What follows belongs to an exercise in optimizing a design on an open flow for small area; a production flow would make more cautious choices. In this exercise RTL edits were held to simulation tests only and were not proved equivalent to the original. No activity file was given, so power comes from the tool's default toggle rates.

==> config.mk <==
export PLATFORM = sky130hd
export DESIGN_NAME = eth_commu_top
export DESIGN_NICKNAME = eth_commu_top
export VERILOG_FILES = /design/flow/design.v
export SDC_FILE = /design/flow/constraint.sdc
export NUM_CORES = 4
export LEC_CHECK = 0
export CAP_MARGIN = 20
export CORE_MARGIN = 2
export CORE_UTILIZATION = 70
export CTS_BUF_LIST = sky130_fd_sc_hd__clkbuf_8
export CTS_CLUSTER_SIZE = 30
export SLEW_MARGIN = 20
==> constraint.sdc <==
create_clock -name core_clock -period 12.0 [get_ports {i_clk}]
set_input_delay 2.4000 -clock core_clock [delete_from_list [all_inputs] [get_ports {i_clk}]]
set_output_delay 2.4000 -clock core_clock [all_outputs]
set_load 0.01 [all_outputs]
==> design.v <==
package eth_proto_pkg;
	localparam int eth_head_len = 14;
	localparam int ip_head_len = 20;
	localparam int udp_head_len = 8;
	localparam int udp_stack_len = eth_head_len + ip_head_len + udp_head_len;
	localparam int arp_frame_len = 42;
	localparam logic [15:0] ethertype_ipv4 = 16'h0800;
	localparam logic [15:0] ethertype_arp = 16'h0806;
	localparam logic [7:0] ip_ver_ihl = 8'h45;
	localparam logic [7:0] ip_proto_udp = 8'd17;
	localparam logic [7:0] ip_ttl = 8'd128;
	localparam logic [15:0] udp_port = 16'hFEEF;
	localparam logic [5:0] off_dst_mac = 6'd0;
	localparam logic [5:0] off_src_mac = 6'd6;
	localparam logic [5:0] off_ethertype = 6'd12;
	localparam logic [5:0] off_ip_src = 6'd26;
	localparam logic [5:0] off_arp_sender_mac = 6'd22;
	localparam logic [5:0] off_arp_sender_ip = 6'd28;
	localparam logic [15:0] arp_htype_eth = 16'd1;
	localparam logic [7:0] arp_hw_size = 8'd6;
	localparam logic [7:0] arp_proto_size = 8'd4;
	localparam logic [15:0] arp_op_reply = 16'd2;
endpackage
package commu_pkg;
	typedef logic [7:0] byte_t;
	typedef logic [47:0] mac_t;
	typedef logic [31:0] ip_t;
	typedef logic [10:0] len_t;
	localparam mac_t init_local_mac = 48'h02_00_00_00_00_04;
	localparam mac_t init_dest_mac = 48'h02_00_00_00_00_05;
	localparam ip_t init_local_ip = 32'hC0_A8_01_04;
	localparam ip_t init_dest_ip = 32'hC0_A8_01_05;
	localparam byte_t cmd_set_server = 8'd0;
	localparam byte_t cmd_set_local = 8'd1;
	localparam int cmd_len = 6;
	localparam int rx_keep_len = 42 + cmd_len;
	localparam int rx_slots = 4;
	localparam int rx_slot_w = $clog2(rx_slots);
	localparam int rx_ram_depth = rx_slots * rx_keep_len;
	localparam int rx_ram_aw = $clog2(rx_ram_depth);
endpackage
`timescale 1ns/10ps
module eth_commu_top
(
	input logic i_clk,
	input logic i_rst_n,
	input logic i_trig_send,
	input commu_pkg::len_t i_data_length,
	input commu_pkg::byte_t i_pck_ident,
	input commu_pkg::byte_t i_pck_idx,
	input commu_pkg::byte_t i_cur_byte,
	output logic o_get_cur_byte,
	output logic o_send_over,
	output logic o_tx_valid,
	output logic o_tx_last,
	output commu_pkg::byte_t o_tx_data,
	input logic i_rx_dv,
	input commu_pkg::byte_t i_rx_data,
	output commu_pkg::byte_t o_cmd,
	output logic [31:0] o_param,
	output logic o_cmd_come
);
	logic [2:0] wr_slot;
	logic [2:0] rd_slot;
	logic [5:0] wr_cnt;
	logic rx_dv_d;
	logic capture;
	logic frame_start;
	logic frame_end;
	logic accept;
	logic full;
	logic empty;
	logic wr_en;
	logic keep;
	logic slot_release;
	logic mac_loc;
	logic mac_bc;
	logic et_08;
	logic f_arp;
	logic f_ip;
	logic f_chk;
	logic c_0;
	logic c_1;
	commu_pkg::byte_t rx_data_d;
	logic [2:0] kind_new;
	logic [111:0] rec [4];
	logic [2:0] kind [4];
	assign frame_start = i_rx_dv && !rx_dv_d;
	assign frame_end = !i_rx_dv && rx_dv_d;
	assign empty = (wr_slot == rd_slot);
	assign full = (wr_slot[2] != rd_slot[2]) && (wr_slot[1:0] == rd_slot[1:0]);
	assign accept = frame_start ? !full : capture;
	assign wr_en = i_rx_dv && accept && (wr_cnt < 6'd48);
	always_comb
	begin
		keep = 1'b0;
		if (wr_cnt >= 6'd6 && wr_cnt <= 6'd11)
			keep = 1'b1;
		else if (f_arp)
			keep = (wr_cnt >= 6'd22 && wr_cnt <= 6'd35);
		else
			keep = (wr_cnt >= 6'd26 && wr_cnt <= 6'd29) || (wr_cnt >= 6'd44)
				|| (wr_cnt == 6'd42 && i_rx_data[7:1] != 7'd0);
	end
	assign kind_new[0] = f_ip && f_chk;
	assign kind_new[1] = f_arp || (f_ip && f_chk && c_0);
	assign kind_new[2] = f_ip && f_chk && c_1;
	always_ff @(posedge i_clk or negedge i_rst_n)
	begin
		if (!i_rst_n)
		begin
			rx_dv_d <= 1'b0;
			capture <= 1'b0;
			wr_cnt <= '0;
			wr_slot <= '0;
			rd_slot <= '0;
		end
		else
		begin
			rx_dv_d <= i_rx_dv;
			if (frame_start)
				capture <= !full;
			if (wr_en)
				wr_cnt <= wr_cnt + 6'd1;
			if (frame_end)
			begin
				capture <= 1'b0;
				wr_cnt <= '0;
				if (capture)
					wr_slot <= wr_slot + 3'd1;
			end
			if (slot_release && !empty)
				rd_slot <= rd_slot + 3'd1;
		end
	end
	always_ff @(posedge i_clk)
	begin
		rx_data_d <= i_rx_data;
		if (wr_en)
		begin
			case (wr_cnt)
				6'd0:
				begin
					mac_loc <= (i_rx_data == 8'h02);
					mac_bc <= (i_rx_data == 8'hFF);
				end
				6'd1, 6'd2, 6'd3, 6'd4:
				begin
					mac_loc <= mac_loc && (i_rx_data == 8'h00);
					mac_bc <= mac_bc && (i_rx_data == 8'hFF);
				end
				6'd5:
				begin
					mac_loc <= mac_loc && (i_rx_data == 8'h04);
					mac_bc <= mac_bc && (i_rx_data == 8'hFF);
				end
				6'd12:
					et_08 <= (i_rx_data == 8'h08);
				6'd13:
				begin
					f_arp <= (mac_loc || mac_bc) && et_08 && (i_rx_data == 8'h06);
					f_ip <= (mac_loc || mac_bc) && et_08 && (i_rx_data == 8'h00);
				end
				6'd42:
				begin
					c_0 <= (i_rx_data == 8'h00);
					c_1 <= (i_rx_data == 8'h01);
				end
				6'd43:
					f_chk <= (i_rx_data == ~rx_data_d);
				default:
					;
			endcase
		end
		for (int s = 0; s < 4; s++)
		begin
			if (wr_slot[1:0] == 2'(s))
			begin
				if (wr_en && keep)
					rec[s] <= {rec[s][103:0], i_rx_data};
				if (capture)
					kind[s] <= kind_new;
			end
		end
	end
	localparam logic [1:0] ps_idle = 2'd0;
	localparam logic [1:0] ps_load = 2'd1;
	localparam logic [1:0] ps_decide = 2'd2;
	logic [1:0] pstate;
	logic [5:0] pcnt;
	logic [111:0] rd_rec;
	logic [2:0] rd_kind;
	logic do_arp;
	logic do_cmd;
	logic arp_req;
	logic local_pend;
	logic dest_set;
	commu_pkg::ip_t local_ip;
	commu_pkg::ip_t dest_ip;
	commu_pkg::mac_t dest_mac;
	commu_pkg::ip_t arp_ip;
	commu_pkg::mac_t arp_mac;
	logic tx_hdr;
	assign rd_rec = rec[rd_slot[1:0]];
	assign rd_kind = kind[rd_slot[1:0]];
	assign slot_release = (pstate == ps_decide);
	assign do_arp = slot_release && rd_kind[1] && !rd_kind[0];
	assign do_cmd = slot_release && rd_kind[0];
	always_ff @(posedge i_clk or negedge i_rst_n)
	begin
		if (!i_rst_n)
		begin
			pstate <= ps_idle;
			pcnt <= '0;
			arp_req <= 1'b0;
			o_cmd_come <= 1'b0;
			local_pend <= 1'b0;
			dest_set <= 1'b0;
			local_ip <= commu_pkg::init_local_ip;
		end
		else
		begin
			arp_req <= do_arp;
			o_cmd_come <= do_cmd && !rd_kind[1] && !rd_kind[2];
			case (pstate)
				ps_idle:
					if (!empty)
						pstate <= ps_load;
				ps_load:
				begin
					pcnt <= pcnt + 6'd1;
					if (pcnt == 6'd47)
						pstate <= ps_decide;
				end
				default:
				begin
					pcnt <= '0;
					pstate <= ps_idle;
				end
			endcase
			if (do_cmd && rd_kind[1])
				dest_set <= 1'b1;
			if (do_cmd && rd_kind[2])
				local_pend <= 1'b1;
			else if (local_pend && !tx_hdr)
			begin
				local_pend <= 1'b0;
				local_ip <= o_param;
			end
		end
	end
	always_ff @(posedge i_clk)
	begin
		if (do_arp)
		begin
			arp_mac <= rd_rec[111:64];
			arp_ip <= rd_rec[63:32];
		end
		if (do_cmd && rd_kind[1])
		begin
			dest_mac <= rd_rec[111:64];
			dest_ip <= rd_rec[63:32];
		end
		if (do_cmd)
		begin
			o_cmd <= (rd_kind[1] || rd_kind[2]) ? {7'd0, rd_kind[2]} : rd_rec[39:32];
			o_param <= rd_rec[31:0];
		end
	end
	localparam logic [2:0] ts_idle = 3'd0;
	localparam logic [2:0] ts_head = 3'd1;
	localparam logic [2:0] ts_pay = 3'd2;
	localparam logic [2:0] ts_done = 3'd3;
	localparam logic [2:0] ts_arp = 3'd4;
	logic [2:0] tstate;
	logic trig_d;
	logic data_pend;
	logic arp_pend;
	logic take_arp;
	logic take_data;
	logic [10:0] cnt;
	commu_pkg::mac_t peer_mac;
	commu_pkg::ip_t peer_ip;
	commu_pkg::mac_t dest_mac_now;
	commu_pkg::ip_t dest_ip_now;
	logic [15:0] tot_len;
	logic [15:0] udp_len;
	logic [7:0] cs_a;
	logic [7:0] cs_b;
	logic cs_c;
	logic [7:0] cs_in;
	logic [8:0] cs_sum;
	commu_pkg::byte_t tx_next;
	assign take_arp = (tstate == ts_idle) && arp_pend;
	assign take_data = (tstate == ts_idle) && data_pend && !arp_pend;
	assign tx_hdr = (tstate == ts_head) || (tstate == ts_arp);
	assign dest_mac_now = dest_set ? dest_mac : commu_pkg::init_dest_mac;
	assign dest_ip_now = dest_set ? dest_ip : commu_pkg::init_dest_ip;
	assign tot_len = 16'(i_data_length) + 16'd30;
	assign udp_len = 16'(i_data_length) + 16'd10;
	always_comb
	begin
		cs_in = 8'h00;
		if (tstate == ts_head)
			case (cnt[5:0])
				6'd6: cs_in = local_ip[31:24];
				6'd7: cs_in = local_ip[23:16];
				6'd8: cs_in = local_ip[15:8];
				6'd9: cs_in = local_ip[7:0];
				6'd10: cs_in = peer_ip[31:24];
				6'd11: cs_in = peer_ip[23:16];
				6'd12: cs_in = peer_ip[15:8];
				6'd13: cs_in = peer_ip[7:0];
				6'd16: cs_in = tot_len[15:8];
				6'd17: cs_in = tot_len[7:0];
				default: cs_in = 8'h00;
			endcase
	end
	assign cs_sum = 9'(cs_a) + 9'(cs_in) + 9'(cs_c);
	always_comb
	begin
		tx_next = 8'h00;
		case (tstate)
			ts_head:
				case (cnt[5:0])
					6'd0: tx_next = peer_mac[47:40];
					6'd1: tx_next = peer_mac[39:32];
					6'd2: tx_next = peer_mac[31:24];
					6'd3: tx_next = peer_mac[23:16];
					6'd4: tx_next = peer_mac[15:8];
					6'd5: tx_next = peer_mac[7:0];
					6'd6: tx_next = 8'h02;
					6'd11: tx_next = 8'h04;
					6'd12: tx_next = 8'h08;
					6'd14: tx_next = 8'h45;
					6'd16: tx_next = tot_len[15:8];
					6'd17: tx_next = tot_len[7:0];
					6'd22: tx_next = 8'h80;
					6'd23: tx_next = 8'h11;
					6'd24, 6'd25: tx_next = ~cs_a;
					6'd26: tx_next = local_ip[31:24];
					6'd27: tx_next = local_ip[23:16];
					6'd28: tx_next = local_ip[15:8];
					6'd29: tx_next = local_ip[7:0];
					6'd30: tx_next = peer_ip[31:24];
					6'd31: tx_next = peer_ip[23:16];
					6'd32: tx_next = peer_ip[15:8];
					6'd33: tx_next = peer_ip[7:0];
					6'd34, 6'd36: tx_next = 8'hFE;
					6'd35, 6'd37: tx_next = 8'hEF;
					6'd38: tx_next = udp_len[15:8];
					6'd39: tx_next = udp_len[7:0];
					6'd42: tx_next = i_pck_ident;
					6'd43: tx_next = i_pck_idx;
					default: tx_next = 8'h00;
				endcase
			ts_arp:
				case (cnt[5:0])
					6'd0, 6'd32: tx_next = peer_mac[47:40];
					6'd1, 6'd33: tx_next = peer_mac[39:32];
					6'd2, 6'd34: tx_next = peer_mac[31:24];
					6'd3, 6'd35: tx_next = peer_mac[23:16];
					6'd4, 6'd36: tx_next = peer_mac[15:8];
					6'd5, 6'd37: tx_next = peer_mac[7:0];
					6'd6, 6'd22: tx_next = 8'h02;
					6'd11, 6'd27: tx_next = 8'h04;
					6'd12, 6'd16: tx_next = 8'h08;
					6'd13, 6'd18: tx_next = 8'h06;
					6'd15: tx_next = 8'h01;
					6'd19: tx_next = 8'h04;
					6'd21: tx_next = 8'h02;
					6'd28: tx_next = local_ip[31:24];
					6'd29: tx_next = local_ip[23:16];
					6'd30: tx_next = local_ip[15:8];
					6'd31: tx_next = local_ip[7:0];
					6'd38: tx_next = peer_ip[31:24];
					6'd39: tx_next = peer_ip[23:16];
					6'd40: tx_next = peer_ip[15:8];
					6'd41: tx_next = peer_ip[7:0];
					default: tx_next = 8'h00;
				endcase
			ts_pay:
				tx_next = i_cur_byte;
			default:
				tx_next = 8'h00;
		endcase
	end
	always_ff @(posedge i_clk or negedge i_rst_n)
	begin
		if (!i_rst_n)
		begin
			tstate <= ts_idle;
			trig_d <= 1'b0;
			data_pend <= 1'b0;
			arp_pend <= 1'b0;
			cnt <= '0;
			o_tx_valid <= 1'b0;
			o_tx_last <= 1'b0;
			o_get_cur_byte <= 1'b0;
			o_send_over <= 1'b0;
		end
		else
		begin
			trig_d <= i_trig_send;
			data_pend <= (i_trig_send && !trig_d) || (data_pend && !take_data);
			arp_pend <= arp_req || (arp_pend && !take_arp);
			o_tx_valid <= 1'b0;
			o_tx_last <= 1'b0;
			o_get_cur_byte <= 1'b0;
			o_send_over <= 1'b0;
			cnt <= cnt + 11'd1;
			case (tstate)
				ts_idle:
				begin
					cnt <= '0;
					if (take_arp)
						tstate <= ts_arp;
					else if (take_data)
						tstate <= ts_head;
				end
				ts_head:
				begin
					o_tx_valid <= 1'b1;
					if (cnt[5:0] == 6'd43)
					begin
						cnt <= 11'd1;
						if (i_data_length == '0)
						begin
							o_tx_last <= 1'b1;
							tstate <= ts_done;
						end
						else
							tstate <= ts_pay;
					end
				end
				ts_pay:
				begin
					o_tx_valid <= 1'b1;
					o_get_cur_byte <= 1'b1;
					if (cnt == i_data_length)
					begin
						o_tx_last <= 1'b1;
						tstate <= ts_done;
					end
				end
				ts_done:
				begin
					o_send_over <= 1'b1;
					tstate <= ts_idle;
				end
				ts_arp:
				begin
					o_tx_valid <= 1'b1;
					if (cnt[5:0] == 6'd41)
					begin
						o_tx_last <= 1'b1;
						tstate <= ts_idle;
					end
				end
				default:
					tstate <= ts_idle;
			endcase
		end
	end
	always_ff @(posedge i_clk)
	begin
		if (take_arp)
		begin
			peer_mac <= arp_mac;
			peer_ip <= arp_ip;
		end
		else if (take_data)
		begin
			peer_mac <= dest_mac_now;
			peer_ip <= dest_ip_now;
		end
		o_tx_data <= tx_next;
		if (tstate == ts_idle)
		begin
			cs_a <= 8'hC5;
			cs_b <= 8'h11;
			cs_c <= 1'b0;
		end
		else
		begin
			cs_a <= cs_b;
			cs_b <= cs_sum[7:0];
			cs_c <= cs_sum[8];
		end
	end
endmodule
==> run.sh <==
#!/bin/bash
# synth_recipe.tcl (not shown) runs the flow's synth.tcl, then flattens the netlist and writes it again
# the make line also repeats each setting of config.mk as NAME=value (left out here)
make -C /OpenROAD-flow-scripts/flow DESIGN_CONFIG=/design/flow/config.mk WORK_HOME=/design/flow/orfs CLKGATE_MAP_FILE= SYNTH_SCRIPT=/design/flow/synth_recipe.tcl finish
==> results of run 1 <==
-- worst max-delay path, delay by kind of cell --
kind	cells	cell delay, ps
AOI/OAI and AO/OA	7	1780
buffers and inverters	2	850
and+or+nand+nor	3	570
adders and majority gates	2	540
xor gates and xnor gates	1	220
-- final timing paths --
| check | startpoint | end | slack [ps] | depth (start not counted) |
|---|---|---|---|---|
| max | i_data_length[1] | cs_b[7] | 6220 | 15 |
| min | cs_b[3] | cs_a[3] | 390 | 1 |
| max reg2reg | cnt[2] | cs_b[7] | 6840 | 13 |
| min reg2reg | cs_b[3] | cs_a[3] | 390 | 1 |
| max in group asynchronous | i_rst_n | local_ip[18] | 9730 | 1 |
| min in group asynchronous | i_rst_n | o_send_over | 1650 | 1 |
-- power groups by stage --
stage          registers [mW]  logic, mW  clock network, mW
2_1_floorplan            3.41      0.186                  0
3_3_place_gp             3.43      0.279                  0
3_5_place_dp             3.43      0.293                  0
4_1_cts                  3.37      0.301               2.18
5_1_grt                  3.38      0.329               2.30
6_report                 3.38      0.304               2.17
-- metal layers --
layer,vias up,share of wire (%),global-route usage [%]
met3,273,11,9.706
met2,1831,47,60.75
met1,11070,36,51.71
li1,9544,-,-
met4,6,5.4,19.93
met5,-,0.064,0.1955
-- final cells by class --
cell class	instances	area [um^2]
repair buffers	138	1285
well taps	664	830.8
clock inverters	81	399.1
flip-flops and latches	860	25110
multi-input cells	1331	8571
fillers	2512	10530
inverters	38	147.6
clock buffers	136	1872
-- per-stage QoR --
step / utilization [%] / hold slack, ps
after CTS: 78.39 / 390.4
after global routing: 78.39 / 428.8
after global placement: 73.71 / 392.2
after floorplan: - / 386.3
after detailed placement: 73.73 / 397.3
final: 78.39 / 390.4
-- cells by family (layout without fill, tap and decap cells) --
family	after synthesis	in the layout	synth area share [%]
buffers and inverters	190	393	2.354
multiplexers	51	51	1.619
XOR/XNOR	59	59	1.502
AO/OA/AOI/OAI	501	501	10.83
adder cells (fa/ha/maj)	28	28	1.062
flip-flops	860	860	73.00
AND/OR/NAND/NOR	692	692	9.636
-- flip-flops by register name, indices dropped and copies added, names as in the netlist, 2 cells and up --
signal	cells
local_ip	32
rec	448
peer_mac	48
cs_a	8
dest_ip	32
peer_ip	32
arp_mac	48
o_param	32
dest_mac	48
cs_b	8
wr_cnt	6
o_tx_data	8
rx_data_d	8
pstate	2
rd_slot	3
tstate	3
arp_ip	32
o_cmd	8
cnt	11
kind	12
wr_slot	3
pcnt	6
-- cells in the final DEF (no fill, tap or decap), types with 8 or more instances in the layout --
| master | synthesis | layout |
|---|---|---|
| a2111oi_0 | 9 | 9 |
| a21oi_1 | 157 | 157 |
| a221o_1 | 9 | 9 |
| a221oi_1 | 15 | 15 |
| a222oi_1 | 116 | 116 |
| a22o_1 | 13 | 13 |
| a22oi_1 | 61 | 61 |
| a31oi_1 | 21 | 21 |
| and2_1 | 20 | 15 |
| and3_1 | 34 | 34 |
| buf_4 | 6 | 39 |
| clkbuf_8 | 0 | 136 |
| clkdlybuf4s50_1 | 0 | 98 |
| clkinv_1 | 0 | 22 |
| clkinv_2 | 0 | 12 |
| dfrtp_1 | 72 | 70 |
| dfxtp_1 | 33 | 33 |
| edfxtp_1 | 748 | 748 |
| ha_1 | 26 | 23 |
| inv_1 | 38 | 73 |
| mux2_2 | 36 | 36 |
| mux2i_1 | 14 | 14 |
| nand2_1 | 206 | 205 |
| nand2b_1 | 18 | 18 |
| nand3_1 | 97 | 97 |
| nand3b_1 | 11 | 11 |
| nand4_1 | 17 | 17 |
| nor2_1 | 196 | 193 |
| nor2b_1 | 11 | 11 |
| nor3_1 | 21 | 19 |
| nor4_1 | 8 | 8 |
| o21ai_0 | 28 | 28 |
| o22ai_1 | 9 | 9 |
| or3_1 | 11 | 11 |
| xnor2_1 | 25 | 25 |
| xor2_1 | 34 | 34 |
==> key figures, run 1 <==
Timing
  – Finish-stage setup viols: 0
  – Number of hold-slack violations in the final timing report: 0
  – Final total negative setup slack: 0 ps
  – Setup repair after global routing missed its margin: false
  – Minimum clock period: 5776 ps
  – Max-slew violation count: 0
  – Worst setup slack after layout: 6224 ps
  – Actual slew at the worst max-slew pin: around 1200 ps
  – Relative slew slack: 19.31%
  – Setup clock skew after layout: 43.95 ps
  – Peak clock frequency supported by timing: 173.1 MHz
  – Final period util: 48.13%

Power and ir drop
  – Sw Ratio: ~23%
  – Portion of total power attributed to the clock network: 37.1%
  – Static Leak: approximately 13 nW
  – Pwr Density: 153.0 nW/um^2
  – Combinational Power Share: around 5.2%
  – Register share of total power: 57.7%
  – Net switching component of the power: 1.356 mW
  – Int Power: roughly 4.5 mW
  – Peak supply drop: 167.1 uV
  – Power Total: 5.847 mW

Clock network
  – Hold-fix buffers, CTS: 0
  – Number of clock sinks seen by CTS: 860
  – Source-to-sink clock delay at the later pin of the worst-skew pair: 780 ps
  – Clock slew at reported path FFs: 70 ps
  – CTS tree: built
  – Maximum count of clock buffers along a single path: 3
  – Total setup buffers inserted after CTS: 0
  – Post-CTS resize count: 0
  – CTS root buffer: clkbuf_8
  – H-tree depth reported by CTS: 4
  – Number of clock buffers inserted by TritonCTS: 132

GRT
  – Vias in the first global route: 22,280
  – First-pass GRT wire length: 142,100 um
  – Maximum number of pins on one net before global-route repair: 83
  – Overflow left after global routing: 0
  – Antenna violations before repair: 4
  – Total routing usage reported by global routing: 38.99%

Routing
  – DRC violation count after routing: 0
  – Wire length per cell: 30.02 um
  – Total detailed-routing wirelength: 97,500 um
  – Via count: between 20,000 and 25,000
  – Router iterations before antenna repair: 13
  – Number of routed nets with antenna violations: 0
  – Average via count per standard cell: about 7.0
  – Violation count after the first detailed-routing iteration: 4,170

Die
  – CORE AREA: 48,750 um^2
  – Total die area: just over 50,000 um^2
  – Die boundary height: 225.7 um
  – Initial Utilization: 70.56%
  – Overall die width: around 230 um
  – Floorplan row count: 81
  – I/O Pins: 100

Placed design
  – Placed cell area: 35,940 um^2
  – Global placer's final weighted congestion: 0.9848
  – Placed cell count: 3,031
  – IO buf count: 99
  – Dpl ws: 5525 ps
  – DPL Wire Length: 61,440 um

Setup path
  – Crit-path max FO: 7
  – Worst endpoint data arrival time: roughly 6400 ps
  – Cell-by-cell listing of the critical path: clkdlybuf4s50_1 > inv_1 > ha_1 > nor3b_2 > nor3_1 > xor2_1 > a22oi_1 > a21oi_1 > ha_1 > a21o_1 > a21oi_1 > o21bai_1 > a2111oi_0 > o21ai_0 > nor3b_1
  – Critical Path Sink Type: register
  – Element type at the critical path start: input pin
  – Type of the worst setup path: in -> reg
  – Required time reported for the critical path endpoint: 12,580 ps
  – Slowest library cell on the worst path: a2111oi_0
  – Biggest cell delay along the critical path: around 640 ps

Synth
  – Net count after synthesis: 2,456
  – Flip-flop cell with the highest count after synthesis: edfxtp_1
  – Number of different library cells in the post-synthesis netlist: 86
  – Cell type with the highest aggregate area in the netlist: edfxtp_1
  – Synth warnings: 3
  – Most common cell in the synthesized netlist: edfxtp_1
  – Sequential share of the synthesized area: between 70 and 80%
  – Most frequent cells after synthesis: edfxtp_1 (748), nand2_1 (206), nor2_1 (196)
  – Average cell area after synthesis: around 14 um^2
  – Top cells by area in the synthesized netlist: edfxtp_1 (65%), dfrtp_1 (5.2%), a222oi_1 (3.4%)
  – Number of enable-type register cells in the synthesized netlist: 748
  – Summed instance area of the synthesized netlist: 34,400 um^2
  – Cells after Synth: 2,381
  – Fraction of synthesized cell area taken by the top area cell type: between 60% and 70%
  – Fraction of registers with async set or reset after synthesis: 9.186%
  – Seq cells post-synth: 860

Layout
  – Net count reported at finish: 2,576
  – Total non-filler cell area in the finished layout: 38,220 um^2
  – Post-Layout Cell Count: 3,248
  – Synth-to-layout area growth: 11.11%
  – Fraction of layout cells with a size suffix above 1: 11.11%
  – Antenna Diode Count: 0

Worst hold path
  – Class of the most critical hold timing path: reg -> reg

Run status
  – Outcome: no timing/DRC/antenna violations

Flow run
  – Max cap viols: 0
==> run 2, diff against run 1 <==
--- a/config.mk
+++ b/config.mk
@@ -7,7 +7,5 @@
 export LEC_CHECK = 0
 export CAP_MARGIN = 20
 export CORE_MARGIN = 2
-export CORE_UTILIZATION = 70
-export CTS_BUF_LIST = sky130_fd_sc_hd__clkbuf_8
-export CTS_CLUSTER_SIZE = 30
+export CORE_UTILIZATION = 40
 export SLEW_MARGIN = 20
==> run 2 against run 1 <==
- routed wire length grew 2.7%
- setup slack worse by 9.7 ps
- fmax down 0.17%
- largest power group unchanged
- worst hold slack improved by 19 ps
- critical path depth is 2 lower
- power is 8.1% higher
- clock power increased by 23%
- sequential share of layout area fell by 2.0 points
- die area rose by 73%
- sequential power hardly changed
- synthesized cell count unchanged
- first-iteration DRC count down 30%
==> key figures, run 2 <==
Layout
  – Total non-filler cell area in the finished layout: 39,440 um^2
  – Largest register FFs: 448
  – Register with the most flip-flops: rec
  – Synth-to-layout area growth: 14.65%
  – Most used cells in the layout excluding fill and tap cells: edfxtp_1 (748), nand2_1 (205), nor2_1 (192)
  – Area used by multi-input combinational logic: ~8600 um^2
  – Combined flip-flop and latch cell area: 25,110 um^2
  – Net count reported at finish: 2,542
  – Fillers: 7,502
  – Leading cell type in the layout, fill and taps excluded: edfxtp_1
  – Fraction of layout cells with a size suffix above 1: 10.80%

Setup path
  – Element type at the critical path start: input pin
  – Slowest library cell on the worst path: clkdlybuf4s50_1
  – WP depth: 13
  – Endpoint of the most critical register-to-register path: cs_b[7]
  – Sum of buffers and inverters on the critical path: 1
  – Crit-path max FO: 10
  – Cell-by-cell listing of the critical path: clkdlybuf4s50_1 > nor4_2 > nor3b_1 > xor2_1 > a22oi_1 > a31oi_1 > fa_1 > a21o_1 > a21oi_1 > o21bai_1 > a2111oi_0 > o21ai_0 > nor3b_1
  – Biggest cell delay along the critical path: 640 ps
  – Critical Path Sink Type: register
  – Critical R2R Launch: cnt[0]
  – Cells on worst reg2reg path: 14
  – Required time reported for the critical path endpoint: 12,490 ps
  – Worst reg-to-reg setup slack: 7210 ps
  – Cell seen most often among critical-path stages: nor3b_1
  – Worst endpoint data arrival time: around 6300 ps
  – Crit-path leading delay family: compound AO/OA/AOI/OAI gates
  – Type of the worst setup path: in -> reg

Power and ir drop
  – Peak supply drop: 102.0 uV
  – Static Leak: 13.48 nW
  – Pwr Density: 160.2 nW/um^2
  – Power Total: between 6 and 7 mW

GRT
  – First-pass GRT wire length: 145,400 um
  – Met2 track utilization from global routing: 32.29%
  – Met1 Use GR: 32.57%
  – Total routing usage reported by global routing: 22.31%
  – Overflow left after global routing: 0
  – Met3 usage in global routing: 5.507%
  – Vias in the first global route: 20,760
  – Most used routing layer: met1
  – Maximum number of pins on one net before global-route repair: 87
  – Antenna violations before repair: 2

Synth
  – Sequential share of the synthesized area: between 70% and 80%
  – Fraction of synthesized cell area taken by the top area cell type: between 60% and 70%
  – Summed instance area of the synthesized netlist: 34,400 um^2
  – Seq cells post-synth: 860
  – Number of enable-type register cells in the synthesized netlist: 748
  – Flip-flop cell with the highest count after synthesis: edfxtp_1
  – Average cell area after synthesis: roughly 14 um^2
  – Number of different library cells in the post-synthesis netlist: 86
  – Cell type with the highest aggregate area in the netlist: edfxtp_1
  – Synth warnings: 3
  – Fraction of registers with async set or reset after synthesis: a little under a tenth
  – Cells after Synth: 2,381
  – Top cells by area in the synthesized netlist: edfxtp_1 (65%), dfrtp_1 (5.2%), a222oi_1 (3.4%)
  – Net count after synthesis: 2,456
  – Most common cell in the synthesized netlist: edfxtp_1
  – Most frequent cells after synthesis: edfxtp_1 (748), nand2_1 (206), nor2_1 (196)

Routing
  – DRC violation count after routing: 0
  – Violation count after the first detailed-routing iteration: 2,915
  – Average via count per standard cell: 5.761
  – Total detailed-routing wirelength: around 100,000 um
  – Router iterations before antenna repair: 9
  – Wire length per cell: 27.18 um
  – Via count: 21,220
  – Number of routed nets with antenna violations: 0

Flow run
  – Max cap viols: 0

Clock network
  – Clock slew at reported path FFs: 60 ps
  – CTS root buffer: clkbuf_16
  – Post-CTS resize count: 0
  – Number of clock sinks seen by CTS: 860
  – Source-to-sink clock delay at the later pin of the worst-skew pair: 650 ps
  – H-tree depth reported by CTS: 3
  – Maximum count of clock buffers along a single path: 3
  – Number of clock buffers inserted by TritonCTS: 88
  – CTS tree: built
  – Total setup buffers inserted after CTS: 0
  – Hold-fix buffers, CTS: 0

Timing
  – Peak clock frequency supported by timing: approximately 170 MHz
  – Actual slew at the worst max-slew pin: 1217 ps
  – Minimum clock period: 5786 ps
  – Final total negative setup slack: 0 ps
  – Setup repair after global routing missed its margin: false
  – Final period util: between 40% and 50%
  – Setup clock skew after layout: ~32 ps
  – Relative slew slack: 16.76%
  – Smallest hold slack: 409.0 ps
  – Number of hold-slack violations in the final timing report: 0
  – Max-slew violation count: 0
  – Finish-stage setup viols: 0

Die
  – Die boundary height: roughly 300 um
  – Floorplan row count: 107
  – Total die area: a little under 90,000 um^2
  – Initial Utilization: 40.40%
  – CORE AREA: between 80,000 and 90,000 um^2
  – I/O Pins: 100
  – Overall die width: slightly below 300 um

Placed design
  – IO buf count: 99
  – Placed cell area: 36,640 um^2
  – DPL Wire Length: 66,240 um
  – Global placer's final weighted congestion: 0.9290

Worst hold path
  – Worst hold start: cs_b[0]
  – Worst Hold Path EP: cs_a[0]
  – Class of the most critical hold timing path: reg -> reg
  – Cells on Worst Hold Path: 1

Run status
  – Outcome: no timing/DRC/antenna violations
## run 2: cell count changes in the layout (fill, tap and decap cells not counted), sizes merged
cell / previous run / this run
clkinv: 35 / 41
buf: 40 / 50
clkbuf: 136 / 105
bufinv: 1 / 6
diode: 0 / 1
inv: 80 / 45
clkinvlp: 3 / 2
## run 2: final cells by class
type	instances	area share [%]
Sequential cell	860	63.67
Inverter	38	0.3744
Antenna cell	1	0.006346
Clock inverter	56	1.250
Tap cell	1144	3.630
Timing Repair Buffer	148	3.468
Clock buffer	105	5.822
Multi-Input combinational cell	1331	21.77
## run 2: worst max-delay path by stage
stage | start | to | slack [ps]
final | i_data_length[3] | cs_b[7] | 6210
after CTS | i_data_length[1] | cs_b[7] | 6260
after global routing | i_data_length[3] | cs_b[7] | 5820
after floorplan | rd_slot[0] | arp_req | 4470
after detailed placement | i_data_length[1] | cs_b[7] | 5600
after global placement | i_data_length[1] | cs_b[7] | 5540
## run 2: through the flow
stage | setup WS, ps | utilization, % | std cells
global route | 5822 | 46.31 | 3682
finish | 6214 | 46.31 | 3683
detailed placement | 5604 | 43.04 | 3521
CTS | 6261 | 46.31 | 3682
global placement | 5544 | 42.99 | 3519
floorplan | 4472 | - | 2381
## run 2: power by group
group	internal (mW)	leakage [nW]	switching, mW	total (mW)
Combinational	0.107	4.13	0.179	0.286
Clock	1.51	1.38	1.16	2.66
Sequential	3.31	7.98	0.0611	3.37
Total	4.92	13.5	1.40	6.32
## run 2: kinds of logic after synthesis
| group | after synthesis | synth area share [%] |
|---|---|---|
| buffers and inverters | 190 | 2.354 |
| AND/OR/NAND/NOR | 692 | 9.636 |
| flip-flops | 860 | 73.00 |
| adder cells (fa/ha/maj) | 28 | 1.062 |
| XOR/XNOR | 59 | 1.502 |
| AO/OA/AOI/OAI | 501 | 10.83 |
| multiplexers | 51 | 1.619 |
## run 2: worst reg2reg max path, stage by stage, from the launching register on
cell and delay (ps):
dfrtp_1 700, ha_1 250, buf_4 230, nand3b_1 320, nor2_1 750, a221oi_1 200
and3_1 220, a21oi_1 300, ha_1 300, a21o_1 170, a21oi_1 240, o21bai_1 120
a2111oi_0 520, o21ai_0 160, nor3b_1 160
## run 2: metal layers
metal / part of all wire [%] / wire (um)
met5: 0 / 0
met3: 8.3 / 8359
met4: 3.6 / 3616
met1: 45 / 44630
met2: 43 / 43510

==> re-timing with driven ports <==
How much do the figures lean on ideal ports? The routed layouts below were timed once more, with nothing changed but the port constraints.
Step 1 sets driving cells, clkbuf_16 on the clock port and buf_2 on the other inputs (assumed; they add their load-dependent delay and slew).
Step 2 adds t to the input delays and takes it off the output delays; t is the mean of the earliest and latest rising clock arrival at the registers after step 1. Input paths then give back, and output paths get back, about the clock's delay inside the block.
a / b / c = ideal / step 1 / step 2; a / b = the first two.
run	shift t [ns]	slack for setup (ns)	worst data-port slew with drivers (ns)
run 1	0.829	6.224 / 6.260 / 5.431	0.06
run 2	0.701	6.214 / 6.255 / 5.554	0.09
After both steps every run listed still meets setup and hold. The setup slack of run 1, which loses most, moves by +0.036 ns with the drivers and by -0.793 ns with both steps.
